This design comes from an exercise in tuning for small area, a short achievable clock period and few clock cycles per item on the open sky130 flow, not from production work.
Where RTL was checked, it was by simulation tests only, not by an equivalence proof against the original.
Power is estimated from default activity; no workload was simulated.

==> 01-01: inputs <==
==> flow/design.v <==
`default_nettype none
package wbps_pkg;
    typedef struct packed {
        logic [7:0] data_byte;
        logic       last;
    } item_beat_t;
    typedef struct packed {
        logic        found;
        logic [31:0] match_offset;
    } result_beat_t;
endpackage
`default_nettype wire
`default_nettype none
module wildcard_byte_pattern_scan
(
    input  wire logic          clk,
    input  wire logic          rst_n,
    input  wire logic          cfg_write,
    input  wire logic [1:0]    cfg_index,
    input  wire logic [63:0]   cfg_data,
    input  wire logic          item_valid,
    output logic               item_ready,
    input  wire logic [8:0]    item_in,
    output logic               result_valid,
    input  wire logic          result_ready,
    output logic [32:0]        result_out
);
    logic [63:0] pat_lo_reg;
    logic [63:0] pat_hi_reg;
    logic [15:0] care_reg;
    logic        lo_written_reg;
    logic        hi_written_reg;
    logic        care_written_reg;
    logic [3:0]  lm1_reg;            
    always_ff @(posedge clk)
    begin
        if (cfg_write && cfg_index == 2'd0) pat_lo_reg <= cfg_data;
        if (cfg_write && cfg_index == 2'd1) pat_hi_reg <= cfg_data;
        if (cfg_write && cfg_index == 2'd2) care_reg   <= cfg_data[15:0];
    end
    always_ff @(posedge clk or negedge rst_n)
    begin
        if (!rst_n)
        begin
            lo_written_reg   <= 1'b0;
            hi_written_reg   <= 1'b0;
            care_written_reg <= 1'b0;
            lm1_reg          <= 4'd0;
        end
        else if (cfg_write)
        begin
            if (cfg_index == 2'd0) lo_written_reg   <= 1'b1;
            if (cfg_index == 2'd1) hi_written_reg   <= 1'b1;
            if (cfg_index == 2'd2) care_written_reg <= 1'b1;
            if (cfg_index == 2'd3)
            begin
                if (cfg_data[4:0] == 5'd0)
                    lm1_reg <= 4'd0;
                else if (cfg_data[4])
                    lm1_reg <= 4'd15;
                else
                    lm1_reg <= cfg_data[3:0] - 4'd1;
            end
        end
    end
    logic       ready_reg;           
    logic       accept;
    logic       in_valid_reg;        
    logic [8:0] in_item_reg;
    assign item_ready = ready_reg;
    assign accept     = item_valid && ready_reg;
    always_ff @(posedge clk)
    begin
        in_item_reg <= item_in;
    end
    always_ff @(posedge clk or negedge rst_n)
    begin
        if (!rst_n)
            in_valid_reg <= 1'b0;
        else
            in_valid_reg <= accept;
    end
    logic [7:0]  b;
    logic [15:0] eq;
    logic        b_zero;
    assign b      = in_item_reg[8:1];
    assign b_zero = (b == 8'd0);
    for (genvar j = 0; j < 16; j++)
    begin : g_cmp
        logic [7:0] sig;
        logic       written;
        assign sig     = (j < 8) ? pat_lo_reg[8*(j%8) +: 8] : pat_hi_reg[8*(j%8) +: 8];
        assign written = (j < 8) ? lo_written_reg : hi_written_reg;
        assign eq[j]   = (care_written_reg && !care_reg[j])
                      || (written ? (b == sig) : b_zero);
    end
    logic [15:0] p_reg;
    logic [3:0]  fill_reg;           
    logic        last_reg;           
    logic [15:0] p_keep;             
    logic [15:0] p_next;
    logic [15:0] len_sel;
    logic [3:0]  fill_eff;
    logic        tok_full;
    logic        tok_match;
    assign p_keep   = {p_reg[14:0] & {15{!last_reg}}, 1'b1};
    assign p_next   = eq & p_keep;
    assign fill_eff = last_reg ? 4'd0 : fill_reg;
    for (genvar j = 0; j < 16; j++)
    begin : g_sel
        assign len_sel[j] = (lm1_reg == 4'(j));
    end
    assign tok_full  = (fill_eff >= lm1_reg);
    assign tok_match = |(p_next & len_sel);
    always_ff @(posedge clk)
    begin
        if (in_valid_reg)
        begin
            p_reg    <= p_next;
            fill_reg <= (fill_eff == 4'd15) ? 4'd15 : fill_eff + 4'd1;
        end
    end
    always_ff @(posedge clk or negedge rst_n)
    begin
        if (!rst_n)
            last_reg <= 1'b1;
        else if (in_valid_reg)
            last_reg <= in_item_reg[0];
    end
    logic       a_valid_reg;
    logic [3:0] a_tok_reg;
    logic       b_valid;
    logic [3:0] b_tok_reg;
    logic       c_valid_reg;
    logic [3:0] c_tok_reg;
    logic [3:0] new_tok;
    logic       out_valid_reg;
    logic       out_found_reg;
    logic       decide;
    logic       a_keep_v, b_keep_v;
    assign new_tok  = {tok_match, last_reg, in_item_reg[0], tok_full};
    assign b_valid  = !ready_reg;
    assign decide   = a_valid_reg && (!out_valid_reg || result_ready);
    assign a_keep_v = decide ? b_valid : a_valid_reg;
    assign b_keep_v = decide ? c_valid_reg : b_valid;
    always_ff @(posedge clk)
    begin
        if (decide || !a_valid_reg)
            a_tok_reg <= b_valid ? b_tok_reg : new_tok;
        if (decide || !b_valid)
            b_tok_reg <= c_valid_reg ? c_tok_reg : new_tok;
        if (!c_valid_reg)
            c_tok_reg <= new_tok;
    end
    always_ff @(posedge clk or negedge rst_n)
    begin
        if (!rst_n)
        begin
            a_valid_reg <= 1'b0;
            ready_reg   <= 1'b1;
            c_valid_reg <= 1'b0;
        end
        else
        begin
            a_valid_reg <= a_keep_v || in_valid_reg;
            ready_reg   <= !(b_keep_v || (a_keep_v && in_valid_reg));
            c_valid_reg <= (decide ? 1'b0 : c_valid_reg)
                        || (b_keep_v && in_valid_reg);
        end
    end
    logic        a_match, a_first, a_last, a_full;
    logic        rep_reg;           
    logic        rep_eff;
    logic        match;
    logic        push;
    logic        nf_push;
    logic [31:0] off_reg;
    assign {a_match, a_first, a_last, a_full} = a_tok_reg;
    assign rep_eff = rep_reg && !a_first;
    assign match   = a_match && !rep_eff;
    assign nf_push = a_last && !rep_eff && !match;
    assign push    = match || nf_push;
    always_ff @(posedge clk)
    begin
        if (decide)
        begin
            rep_reg <= rep_eff || match;
            if (nf_push || (a_first && (match || !a_full)))
                off_reg <= 32'd0;
            else if (a_first)
                off_reg <= 32'd1;
            else if (!rep_eff && !match)
                off_reg <= a_full ? off_reg + 32'd1 : 32'd0;
            if (push)
                out_found_reg <= match;
        end
    end
    always_ff @(posedge clk or negedge rst_n)
    begin
        if (!rst_n)
            out_valid_reg <= 1'b0;
        else if (decide && push)
            out_valid_reg <= 1'b1;
        else if (result_ready)
            out_valid_reg <= 1'b0;
    end
    assign result_valid = out_valid_reg;
    assign result_out   = {out_found_reg, off_reg};
endmodule
`default_nettype wire
==> flow/flow/run.sh <==
#!/bin/bash
# Layout flow: the standard flow (standard.sh), except that the port
# buffers that global placement inserts are plain sky130 buffers (buf_1,
# resized later where timing needs it) instead of the delay buffer that
# buffer_ports picks by default. Each step's full output goes to its own log.
set -euo pipefail
export BUFFER_PORTS_ARGS="-buffer_cell sky130_fd_sc_hd__buf_1"
bash standard.sh synth > synth.log 2>&1
bash standard.sh finish > finish.log 2>&1
==> flow/standard.sh <==
#!/bin/bash
# synth_recipe.tcl (not shown) runs the flow's synth.tcl, then flattens the netlist and writes it again
# the make line also repeats each setting of config.mk as NAME=value (left out here)
make -C /OpenROAD-flow-scripts/flow DESIGN_CONFIG=/design/flow/config.mk WORK_HOME=/design/flow/orfs CLKGATE_MAP_FILE= SYNTH_SCRIPT=/design/flow/synth_recipe.tcl "${@:-finish}"
==> flow/config.mk <==
export PLATFORM = sky130hd
export DESIGN_NAME = wildcard_byte_pattern_scan
export DESIGN_NICKNAME = wildcard_byte_pattern_scan
export VERILOG_FILES = /design/flow/design.v
export SDC_FILE = /design/flow/constraint.sdc
export NUM_CORES = 4
export LEC_CHECK = 0
export CAP_MARGIN = 20
export CORE_MARGIN = 2
export CORE_UTILIZATION = 40
export CTS_BUF_LIST = sky130_fd_sc_hd__clkbuf_4 sky130_fd_sc_hd__clkbuf_8 sky130_fd_sc_hd__clkbuf_16
export CTS_CLUSTER_DIAMETER = 80
export CTS_CLUSTER_SIZE = 20
export SETUP_SLACK_MARGIN = 3.5
export SLEW_MARGIN = 70
==> flow/constraint.sdc <==
create_clock -name core_clock -period 6.0 [get_ports {clk}]
set_input_delay 1.2000 -clock core_clock [delete_from_list [all_inputs] [get_ports {clk}]]
set_output_delay 1.2000 -clock core_clock [all_outputs]
set_load 0.01 [all_outputs]
==> 01-11: changes against 01-01 <==
--- a/flow/design.v
+++ b/flow/design.v
@@ -64,25 +64,12 @@
         end
     end
-    logic       ready_reg;           
-    logic       accept;
-    logic       in_valid_reg;        
-    logic [8:0] in_item_reg;
+    logic ready_reg;                 
+    logic accept;
     assign item_ready = ready_reg;
     assign accept     = item_valid && ready_reg;
-    always_ff @(posedge clk)
-    begin
-        in_item_reg <= item_in;
-    end
-    always_ff @(posedge clk or negedge rst_n)
-    begin
-        if (!rst_n)
-            in_valid_reg <= 1'b0;
-        else
-            in_valid_reg <= accept;
-    end
     logic [7:0]  b;
     logic [15:0] eq;
     logic        b_zero;
-    assign b      = in_item_reg[8:1];
+    assign b      = item_in[8:1];
     assign b_zero = (b == 8'd0);
     for (genvar j = 0; j < 16; j++)
@@ -103,5 +90,4 @@
     logic [3:0]  fill_eff;
     logic        tok_full;
-    logic        tok_match;
     assign p_keep   = {p_reg[14:0] & {15{!last_reg}}, 1'b1};
     assign p_next   = eq & p_keep;
@@ -112,8 +98,7 @@
     end
     assign tok_full  = (fill_eff >= lm1_reg);
-    assign tok_match = |(p_next & len_sel);
-    always_ff @(posedge clk)
-    begin
-        if (in_valid_reg)
+    always_ff @(posedge clk)
+    begin
+        if (accept)
         begin
             p_reg    <= p_next;
@@ -125,6 +110,6 @@
         if (!rst_n)
             last_reg <= 1'b1;
-        else if (in_valid_reg)
-            last_reg <= in_item_reg[0];
+        else if (accept)
+            last_reg <= item_in[0];
     end
     logic       a_valid_reg;
@@ -132,24 +117,31 @@
     logic       b_valid;
     logic [3:0] b_tok_reg;
-    logic       c_valid_reg;
-    logic [3:0] c_tok_reg;
     logic [3:0] new_tok;
     logic       out_valid_reg;
     logic       out_found_reg;
     logic       decide;
-    logic       a_keep_v, b_keep_v;
-    assign new_tok  = {tok_match, last_reg, in_item_reg[0], tok_full};
-    assign b_valid  = !ready_reg;
-    assign decide   = a_valid_reg && (!out_valid_reg || result_ready);
-    assign a_keep_v = decide ? b_valid : a_valid_reg;
-    assign b_keep_v = decide ? c_valid_reg : b_valid;
-    always_ff @(posedge clk)
-    begin
-        if (decide || !a_valid_reg)
-            a_tok_reg <= b_valid ? b_tok_reg : new_tok;
-        if (decide || !b_valid)
-            b_tok_reg <= c_valid_reg ? c_tok_reg : new_tok;
-        if (!c_valid_reg)
-            c_tok_reg <= new_tok;
+    logic       load_a;
+    logic       fresh_a_reg;        
+    logic       fresh_b_reg;        
+    logic       m_late;             
+    logic       a_m;
+    logic       b_m;
+    assign new_tok = {1'b0, last_reg, item_in[0], tok_full};
+    assign m_late  = |(p_reg & len_sel);
+    assign a_m     = fresh_a_reg ? m_late : a_tok_reg[3];
+    assign b_m     = fresh_b_reg ? m_late : b_tok_reg[3];
+    assign b_valid = !ready_reg;
+    assign decide  = a_valid_reg && (!out_valid_reg || result_ready);
+    assign load_a  = !a_valid_reg || decide;
+    always_ff @(posedge clk)
+    begin
+        if (load_a)
+            a_tok_reg <= b_valid ? {b_m, b_tok_reg[2:0]} : new_tok;
+        else
+            a_tok_reg[3] <= a_m;
+        if (ready_reg)
+            b_tok_reg <= new_tok;
+        else
+            b_tok_reg[3] <= b_m;
     end
     always_ff @(posedge clk or negedge rst_n)
@@ -159,12 +151,13 @@
             a_valid_reg <= 1'b0;
             ready_reg   <= 1'b1;
-            c_valid_reg <= 1'b0;
+            fresh_a_reg <= 1'b0;
+            fresh_b_reg <= 1'b0;
         end
         else
         begin
-            a_valid_reg <= a_keep_v || in_valid_reg;
-            ready_reg   <= !(b_keep_v || (a_keep_v && in_valid_reg));
-            c_valid_reg <= (decide ? 1'b0 : c_valid_reg)
-                        || (b_keep_v && in_valid_reg);
+            fresh_a_reg <= accept && load_a;
+            fresh_b_reg <= accept && !load_a;
+            if (load_a) a_valid_reg <= b_valid || accept;
+            ready_reg <= b_valid ? load_a : !(accept && !load_a);
         end
     end
@@ -176,5 +169,6 @@
     logic        nf_push;
     logic [31:0] off_reg;
-    assign {a_match, a_first, a_last, a_full} = a_tok_reg;
+    assign a_match = a_m;
+    assign {a_first, a_last, a_full} = a_tok_reg[2:0];
     assign rep_eff = rep_reg && !a_first;
     assign match   = a_match && !rep_eff;
--- a/flow/config.mk
+++ b/flow/config.mk
@@ -9,7 +9,7 @@
 export CORE_MARGIN = 2
 export CORE_UTILIZATION = 40
-export CTS_BUF_LIST = sky130_fd_sc_hd__clkbuf_4 sky130_fd_sc_hd__clkbuf_8 sky130_fd_sc_hd__clkbuf_16
-export CTS_CLUSTER_DIAMETER = 80
-export CTS_CLUSTER_SIZE = 20
+export CTS_BUF_LIST = sky130_fd_sc_hd__clkbuf_8 sky130_fd_sc_hd__clkbuf_16
+export CTS_CLUSTER_DIAMETER = 100
+export CTS_CLUSTER_SIZE = 24
 export SETUP_SLACK_MARGIN = 3.5
-export SLEW_MARGIN = 70
+export SLEW_MARGIN = 20
==> notes <==
Synthesized cell count: 01-11 is smaller than 01-01 (about 11%). Core utilization: 01-01 is higher than 01-11 (1.4 points). 01-01 completed with no timing, DRC or antenna violations. 01-11 produced a clean layout. Cell count: 01-01 is higher than 01-11 (8.6%). Clock skew: 01-11 is higher than 01-01 (0.030 ns). In 01-01 the register-to-register slack is lower than in 01-11, by 0.11 ns. Between 01-01 and 01-11, the lower fmax is in 01-01 (gap 2.4%, measured against 01-11).
Testbench counts of 01-11, summed over its fixed seeds: cycles 112,139, bytes 110,795.
No functional check of the RTL was part of 01-01.

---

==> job 8188 <==
Another version of the RTL of wildcard_byte_pattern_scan (not shown whole).
## wildcard_byte_pattern_scan
module wildcard_byte_pattern_scan
(
    input  wire logic          clk,
    input  wire logic          rst_n,
    input  wire logic          cfg_write,
    input  wire logic [1:0]    cfg_index,
    input  wire logic [63:0]   cfg_data,
    input  wire logic          item_valid,
    output logic               item_ready,
    input  wire logic [8:0]    item_in,
    output logic               result_valid,
    input  wire logic          result_ready,
    output logic [32:0]        result_out
);
==> module wildcard_byte_pattern_scan, before the edit <==
module wildcard_byte_pattern_scan
(
    input  wire logic          clk,
    input  wire logic          rst_n,
    input  wire logic          cfg_write,
    input  wire logic [1:0]    cfg_index,
    input  wire logic [63:0]   cfg_data,
    input  wire logic          item_valid,
    output logic               item_ready,
    input  wire logic [8:0]    item_in,
    output logic               result_valid,
    input  wire logic          result_ready,
    output logic [32:0]        result_out
);
    logic [63:0] pat_lo_reg;
    logic [63:0] pat_hi_reg;
    logic [15:0] care_reg;
    logic        lo_written_reg;
    logic        hi_written_reg;
    logic        care_written_reg;
    logic [3:0]  lm1_reg;            
    always_ff @(posedge clk)
    begin
        if (cfg_write && cfg_index == 2'd0) pat_lo_reg <= cfg_data;
        if (cfg_write && cfg_index == 2'd1) pat_hi_reg <= cfg_data;
        if (cfg_write && cfg_index == 2'd2) care_reg   <= cfg_data[15:0];
    end
    always_ff @(posedge clk or negedge rst_n)
    begin
        if (!rst_n)
        begin
            lo_written_reg   <= 1'b0;
            hi_written_reg   <= 1'b0;
            care_written_reg <= 1'b0;
            lm1_reg          <= 4'd0;
        end
        else if (cfg_write)
        begin
            if (cfg_index == 2'd0) lo_written_reg   <= 1'b1;
            if (cfg_index == 2'd1) hi_written_reg   <= 1'b1;
            if (cfg_index == 2'd2) care_written_reg <= 1'b1;
            if (cfg_index == 2'd3)
            begin
                if (cfg_data[4:0] == 5'd0)
                    lm1_reg <= 4'd0;
                else if (cfg_data[4])
                    lm1_reg <= 4'd15;
                else
                    lm1_reg <= cfg_data[3:0] - 4'd1;
            end
        end
    end
    logic ready_reg;                 
    logic accept;
    assign item_ready = ready_reg;
    assign accept     = item_valid && ready_reg;
    logic [7:0]  b;
    logic [15:0] eq;
    logic        b_zero;
    assign b      = item_in[8:1];
    assign b_zero = (b == 8'd0);
    for (genvar j = 0; j < 16; j++)
    begin : g_cmp
        logic [7:0] sig;
        logic       written;
        assign sig     = (j < 8) ? pat_lo_reg[8*(j%8) +: 8] : pat_hi_reg[8*(j%8) +: 8];
        assign written = (j < 8) ? lo_written_reg : hi_written_reg;
        assign eq[j]   = (care_written_reg && !care_reg[j])
                      || (written ? (b == sig) : b_zero);
    end
    logic [15:0] p_reg;
    logic [3:0]  fill_reg;           
    logic        last_reg;           
    logic [15:0] p_keep;             
    logic [15:0] p_next;
    logic [15:0] len_sel;
    logic [3:0]  fill_eff;
    logic        tok_full;
    assign p_keep   = {p_reg[14:0] & {15{!last_reg}}, 1'b1};
    assign p_next   = eq & p_keep;
    assign fill_eff = last_reg ? 4'd0 : fill_reg;
    for (genvar j = 0; j < 16; j++)
    begin : g_sel
        assign len_sel[j] = (lm1_reg == 4'(j));
    end
    assign tok_full  = (fill_eff >= lm1_reg);
    always_ff @(posedge clk)
    begin
        if (accept)
        begin
            p_reg    <= p_next;
            fill_reg <= (fill_eff == 4'd15) ? 4'd15 : fill_eff + 4'd1;
        end
    end
    always_ff @(posedge clk or negedge rst_n)
    begin
        if (!rst_n)
            last_reg <= 1'b1;
        else if (accept)
            last_reg <= item_in[0];
    end
    logic       a_valid_reg;
    logic [3:0] a_tok_reg;
    logic       b_valid;
    logic [3:0] b_tok_reg;
    logic [3:0] new_tok;
    logic       out_valid_reg;
    logic       out_found_reg;
    logic       decide;
    logic       load_a;
    logic       fresh_reg;          
    logic       fresh_a;            
    logic       fresh_b;            
    logic       m_late;             
    logic       a_m;
    logic       b_m;
    assign new_tok = {1'b0, last_reg, item_in[0], tok_full};
    assign m_late  = |(p_reg & len_sel);
    assign fresh_a = fresh_reg && ready_reg;
    assign fresh_b = fresh_reg && !ready_reg;
    assign a_m     = fresh_a ? m_late : a_tok_reg[3];
    assign b_m     = fresh_b ? m_late : b_tok_reg[3];
    assign b_valid = !ready_reg;
    assign decide  = a_valid_reg && (!out_valid_reg || result_ready);
    assign load_a  = !a_valid_reg || decide;
    always_ff @(posedge clk)
    begin
        if (load_a)
            a_tok_reg <= b_valid ? {b_m, b_tok_reg[2:0]} : new_tok;
        else
            a_tok_reg[3] <= a_m;
        if (ready_reg)
            b_tok_reg <= new_tok;
        else
            b_tok_reg[3] <= b_m;
    end
    always_ff @(posedge clk or negedge rst_n)
    begin
        if (!rst_n)
        begin
            a_valid_reg <= 1'b0;
            ready_reg   <= 1'b1;
            fresh_reg   <= 1'b0;
        end
        else
        begin
            fresh_reg   <= accept;
            if (load_a) a_valid_reg <= b_valid || accept;
            ready_reg <= b_valid ? load_a : !(accept && !load_a);
        end
    end
    logic        a_match, a_first, a_last, a_full;
    logic        rep_reg;           
    logic        rep_eff;
    logic        match;
    logic        push;
    logic        nf_push;
    logic [31:0] off_reg;
    assign a_match = a_m;
    assign {a_first, a_last, a_full} = a_tok_reg[2:0];
    assign rep_eff = rep_reg && !a_first;
    assign match   = a_match && !rep_eff;
    assign nf_push = a_last && !rep_eff && !match;
    assign push    = match || nf_push;
    always_ff @(posedge clk)
    begin
        if (decide)
        begin
            rep_reg <= rep_eff || match;
            if (nf_push || (a_first && (match || !a_full)))
                off_reg <= 32'd0;
            else if (a_first)
                off_reg <= 32'd1;
            else if (!rep_eff && !match)
                off_reg <= a_full ? off_reg + 32'd1 : 32'd0;
            if (push)
                out_found_reg <= match;
        end
    end
    always_ff @(posedge clk or negedge rst_n)
    begin
        if (!rst_n)
            out_valid_reg <= 1'b0;
        else if (decide && push)
            out_valid_reg <= 1'b1;
        else if (result_ready)
            out_valid_reg <= 1'b0;
    end
    assign result_valid = out_valid_reg;
    assign result_out   = {out_found_reg, off_reg};
endmodule
==> flow/config.mk <==
export PLATFORM = sky130hd
export DESIGN_NAME = wildcard_byte_pattern_scan
export DESIGN_NICKNAME = wildcard_byte_pattern_scan
export VERILOG_FILES = /design/flow/design.v
export SDC_FILE = /design/flow/constraint.sdc
export NUM_CORES = 4
export LEC_CHECK = 0
export CAP_MARGIN = 20
export CORE_MARGIN = 2
export CORE_UTILIZATION = 40
export CTS_BUF_LIST = sky130_fd_sc_hd__clkbuf_4 sky130_fd_sc_hd__clkbuf_8 sky130_fd_sc_hd__clkbuf_16
export CTS_CLUSTER_DIAMETER = 80
export CTS_CLUSTER_SIZE = 20
export SETUP_SLACK_MARGIN = 3.5
export SLEW_MARGIN = 20
export TNS_END_PERCENT = 10
==> flow/constraint.sdc <==
create_clock -name core_clock -period 6.0 [get_ports {clk}]
set_input_delay 1.2000 -clock core_clock [delete_from_list [all_inputs] [get_ports {clk}]]
set_output_delay 1.2000 -clock core_clock [all_outputs]
set_load 0.01 [all_outputs]
standard.sh (not shown) runs the stock make flow with config.mk's settings and CLKGATE_MAP_FILE= SYNTH_SCRIPT=/design/flow/synth_recipe.tcl, a recipe that flattens the netlist after the stock synthesis.
==> flow/flow/run.sh <==
#!/bin/bash
# Layout flow: the standard flow (standard.sh), except that the port
# buffers that global placement inserts are plain sky130 buffers (buf_1,
# resized later where timing needs it) instead of the delay buffer that
# buffer_ports picks by default. Each step's full output goes to its own log.
set -euo pipefail
export BUFFER_PORTS_ARGS="-buffer_cell sky130_fd_sc_hd__buf_1"
bash standard.sh synth > synth.log 2>&1
bash standard.sh finish > finish.log 2>&1
==> job 653 (differences from job 8188) <==
==> flow/design.v, changed modules only <==
module wildcard_byte_pattern_scan
(
    input  wire logic          clk,
    input  wire logic          rst_n,
    input  wire logic          cfg_write,
    input  wire logic [1:0]    cfg_index,
    input  wire logic [63:0]   cfg_data,
    input  wire logic          item_valid,
    output logic               item_ready,
    input  wire logic [8:0]    item_in,
    output logic               result_valid,
    input  wire logic          result_ready,
    output logic [32:0]        result_out
);
    logic [63:0] pat_lo_reg;
    logic [63:0] pat_hi_reg;
    logic [15:0] care_reg;
    logic        lo_written_reg;
    logic        hi_written_reg;
    logic        care_written_reg;
    logic [3:0]  lm1_reg;            
    always_ff @(posedge clk)
    begin
        if (cfg_write && cfg_index == 2'd0) pat_lo_reg <= cfg_data;
        if (cfg_write && cfg_index == 2'd1) pat_hi_reg <= cfg_data;
        if (cfg_write && cfg_index == 2'd2) care_reg   <= cfg_data[15:0];
    end
    always_ff @(posedge clk or negedge rst_n)
    begin
        if (!rst_n)
        begin
            lo_written_reg   <= 1'b0;
            hi_written_reg   <= 1'b0;
            care_written_reg <= 1'b0;
            lm1_reg          <= 4'd0;
        end
        else if (cfg_write)
        begin
            if (cfg_index == 2'd0) lo_written_reg   <= 1'b1;
            if (cfg_index == 2'd1) hi_written_reg   <= 1'b1;
            if (cfg_index == 2'd2) care_written_reg <= 1'b1;
            if (cfg_index == 2'd3)
            begin
                if (cfg_data[4:0] == 5'd0)
                    lm1_reg <= 4'd0;
                else if (cfg_data[4])
                    lm1_reg <= 4'd15;
                else
                    lm1_reg <= cfg_data[3:0] - 4'd1;
            end
        end
    end
    logic       sk_valid_reg;
    logic [8:0] sk_item_reg;
    logic       s_valid_reg;        
    logic       out_valid_reg;
    logic       out_found_reg;
    logic       accept;
    logic       decide;
    logic       load_s;
    assign item_ready = !sk_valid_reg;
    assign accept     = item_valid && !sk_valid_reg;
    assign decide     = s_valid_reg && (!out_valid_reg || result_ready);
    assign load_s     = sk_valid_reg ? decide : (accept && (!s_valid_reg || decide));
    always_ff @(posedge clk)
    begin
        if (!sk_valid_reg) sk_item_reg <= item_in;
    end
    logic [8:0] s_in;
    assign s_in = sk_valid_reg ? sk_item_reg : item_in;
    logic [7:0]  b;
    logic [15:0] eq;
    logic        b_zero;
    assign b      = s_in[8:1];
    assign b_zero = (b == 8'd0);
    for (genvar j = 0; j < 16; j++)
    begin : g_cmp
        logic [7:0] sig;
        logic       written;
        assign sig     = (j < 8) ? pat_lo_reg[8*(j%8) +: 8] : pat_hi_reg[8*(j%8) +: 8];
        assign written = (j < 8) ? lo_written_reg : hi_written_reg;
        assign eq[j]   = (care_written_reg && !care_reg[j])
                      || (written ? (b == sig) : b_zero);
    end
    logic [15:0] p_reg;
    logic        s_first_reg;
    logic        s_last_reg;
    always_ff @(posedge clk)
    begin
        if (load_s)
        begin
            p_reg       <= eq & {{15{!s_last_reg}} & p_reg[14:0], 1'b1};
            s_first_reg <= s_last_reg;
        end
    end
    always_ff @(posedge clk or negedge rst_n)
    begin
        if (!rst_n)
        begin
            s_last_reg   <= 1'b1;
            s_valid_reg  <= 1'b0;
            sk_valid_reg <= 1'b0;
        end
        else
        begin
            if (load_s) s_last_reg <= s_in[0];
            s_valid_reg  <= load_s || (s_valid_reg && !decide);
            sk_valid_reg <= sk_valid_reg ? !decide : (accept && s_valid_reg && !decide);
        end
    end
    logic        rep_reg;           
    logic        rep_eff;
    logic        match;
    logic        push;
    logic [31:0] off_reg;
    assign rep_eff = rep_reg && !s_first_reg;
    assign match   = p_reg[lm1_reg] && !rep_eff;
    assign push    = match || (s_last_reg && !rep_eff);
    always_ff @(posedge clk)
    begin
        if (decide)
        begin
            rep_reg <= rep_eff || match;
            if (s_first_reg)
                off_reg <= match ? 32'd0 : 32'd1 - 32'(lm1_reg);
            else if (!rep_eff && !match)
                off_reg <= off_reg + 32'd1;
            if (push)
                out_found_reg <= match;
        end
    end
    always_ff @(posedge clk or negedge rst_n)
    begin
        if (!rst_n)
            out_valid_reg <= 1'b0;
        else if (decide && push)
            out_valid_reg <= 1'b1;
        else if (result_ready)
            out_valid_reg <= 1'b0;
    end
    assign result_valid = out_valid_reg;
    assign result_out   = {out_found_reg, off_reg & {32{out_found_reg}}};
endmodule
==> flow/run.sh (new file) <==
#!/bin/bash
# synth_recipe.tcl (not shown) runs the flow's synth.tcl, then flattens the netlist and writes it again
# the make line also repeats each setting of config.mk as NAME=value (left out here)
make -C /OpenROAD-flow-scripts/flow DESIGN_CONFIG=/design/flow/config.mk WORK_HOME=/design/flow/orfs CLKGATE_MAP_FILE= SYNTH_SCRIPT=/design/flow/synth_recipe.tcl finish
==> flow/config.mk (replaced) <==
export PLATFORM = sky130hd
export DESIGN_NAME = wildcard_byte_pattern_scan
export DESIGN_NICKNAME = wildcard_byte_pattern_scan
export VERILOG_FILES = /design/flow/design.v
export SDC_FILE = /design/flow/constraint.sdc
export NUM_CORES = 4
export LEC_CHECK = 0
export CAP_MARGIN = 20
export CORE_MARGIN = 2
export CORE_UTILIZATION = 40
export SLEW_MARGIN = 20
removed: flow/flow/run.sh
removed: flow/standard.sh
==> notes.md <==
| item | job 8188 | job 653 |
|---|---|---|
| Status | no timing/DRC/antenna violations | no timing/DRC/antenna violations |
| Avg WL per Cell | 19.25 um | 17.89 um |
| End-of-flow core utilization | 46.55% | 50.76% |
| Weighted congestion reported at the end of routability-driven placement | 0.7729 | 0.7860 |
| Multi-input gate count | 429 | 459 |
| Portion of netlist area occupied by mux cells | 1.602% | 2.732% |
| Capturing element of the worst setup path | off_reg[13] | p_reg[14] |
| Area of the core | 0.02411 mm2 | 0.02439 mm2 |
| Width of the chip | 160.2 um | 162.0 um |
| Initial core utilization | 40.50% | 40.94% |
| Library cells used by synthesis | 51 | 53 |
| Worst Clk Skew | 0.01893 ns | 0.03551 ns |
| Combinational power | 556 uW | 1550 uW |
| Insertion delay to the later sink of the worst-skew pair | 0.48 ns | 0.54 ns |
| Sequential cell fraction of total power | 55.5% | 42.4% |
| Fill cell instance count of the final layout | 2203 | 2153 |
| Adder-cell area share of the yosys netlist | 1.025% | 0.5013% |
| Register bit count reported by yosys | 218 | 215 |
| Arrival time reported for the critical path endpoint | 2.66 ns | 3.69 ns |
| Mean Syn Cell Area | 14.11 um2 | 13.55 um2 |
| Tot Pwr | 3574 uW | 5443 uW |
| Synthesized-area fraction occupied by ao, oa, aoi and oai cells | 3.666% | 6.103% |
| Hold Path Origin | out_valid_reg | sk_item_reg[0] |
| Net count after synthesis | 780 | 821 |
| Wire length reported by the detailed router | 22180 um | 21570 um |
| Number of enable flip-flop cells after synthesis | 204 | 195 |
Testbench counts of job 8188, summed over its fixed seeds: cycles 112,139, bytes 110,795.
Testbench counts of job 653, summed over its fixed seeds: cycles 112,139, bytes 110,795.

## port drivers added, routing unchanged
In the flow no input, the clock included, has a driving cell. The finished layouts below were timed again as built, in two steps.
Step 1, drivers: a clkbuf_16 drives clk and a buf_2 each remaining input, both assumed.
Step 2 also shifts input and output timing later by t, the mid clock arrival at the registers, as if the neighbouring blocks saw the same clock.
Slacks: ideal / step 1 / step 2; pairs: ideal / step 1.
run | t (ns) | setup slack, ns | worst setup path after step 2 | pins driven straight from the clock port
01-01 | 0.527 | 3.531 / 3.531 / 3.258 | input to register | 1
01-11 | 0.516 | 3.590 / 3.605 / 3.091 | input to register | 1
job 8188 | 0.516 | 3.524 / 3.512 / 3.098 | input to register | 1
job 653 | 0.567 | 2.674 / 2.638 / 2.157 | input to register | 1
After both steps setup and hold are still met in every run listed. The setup slack of job 653, which loses most, moves by -0.036 ns with the drivers and by -0.517 ns with both steps.
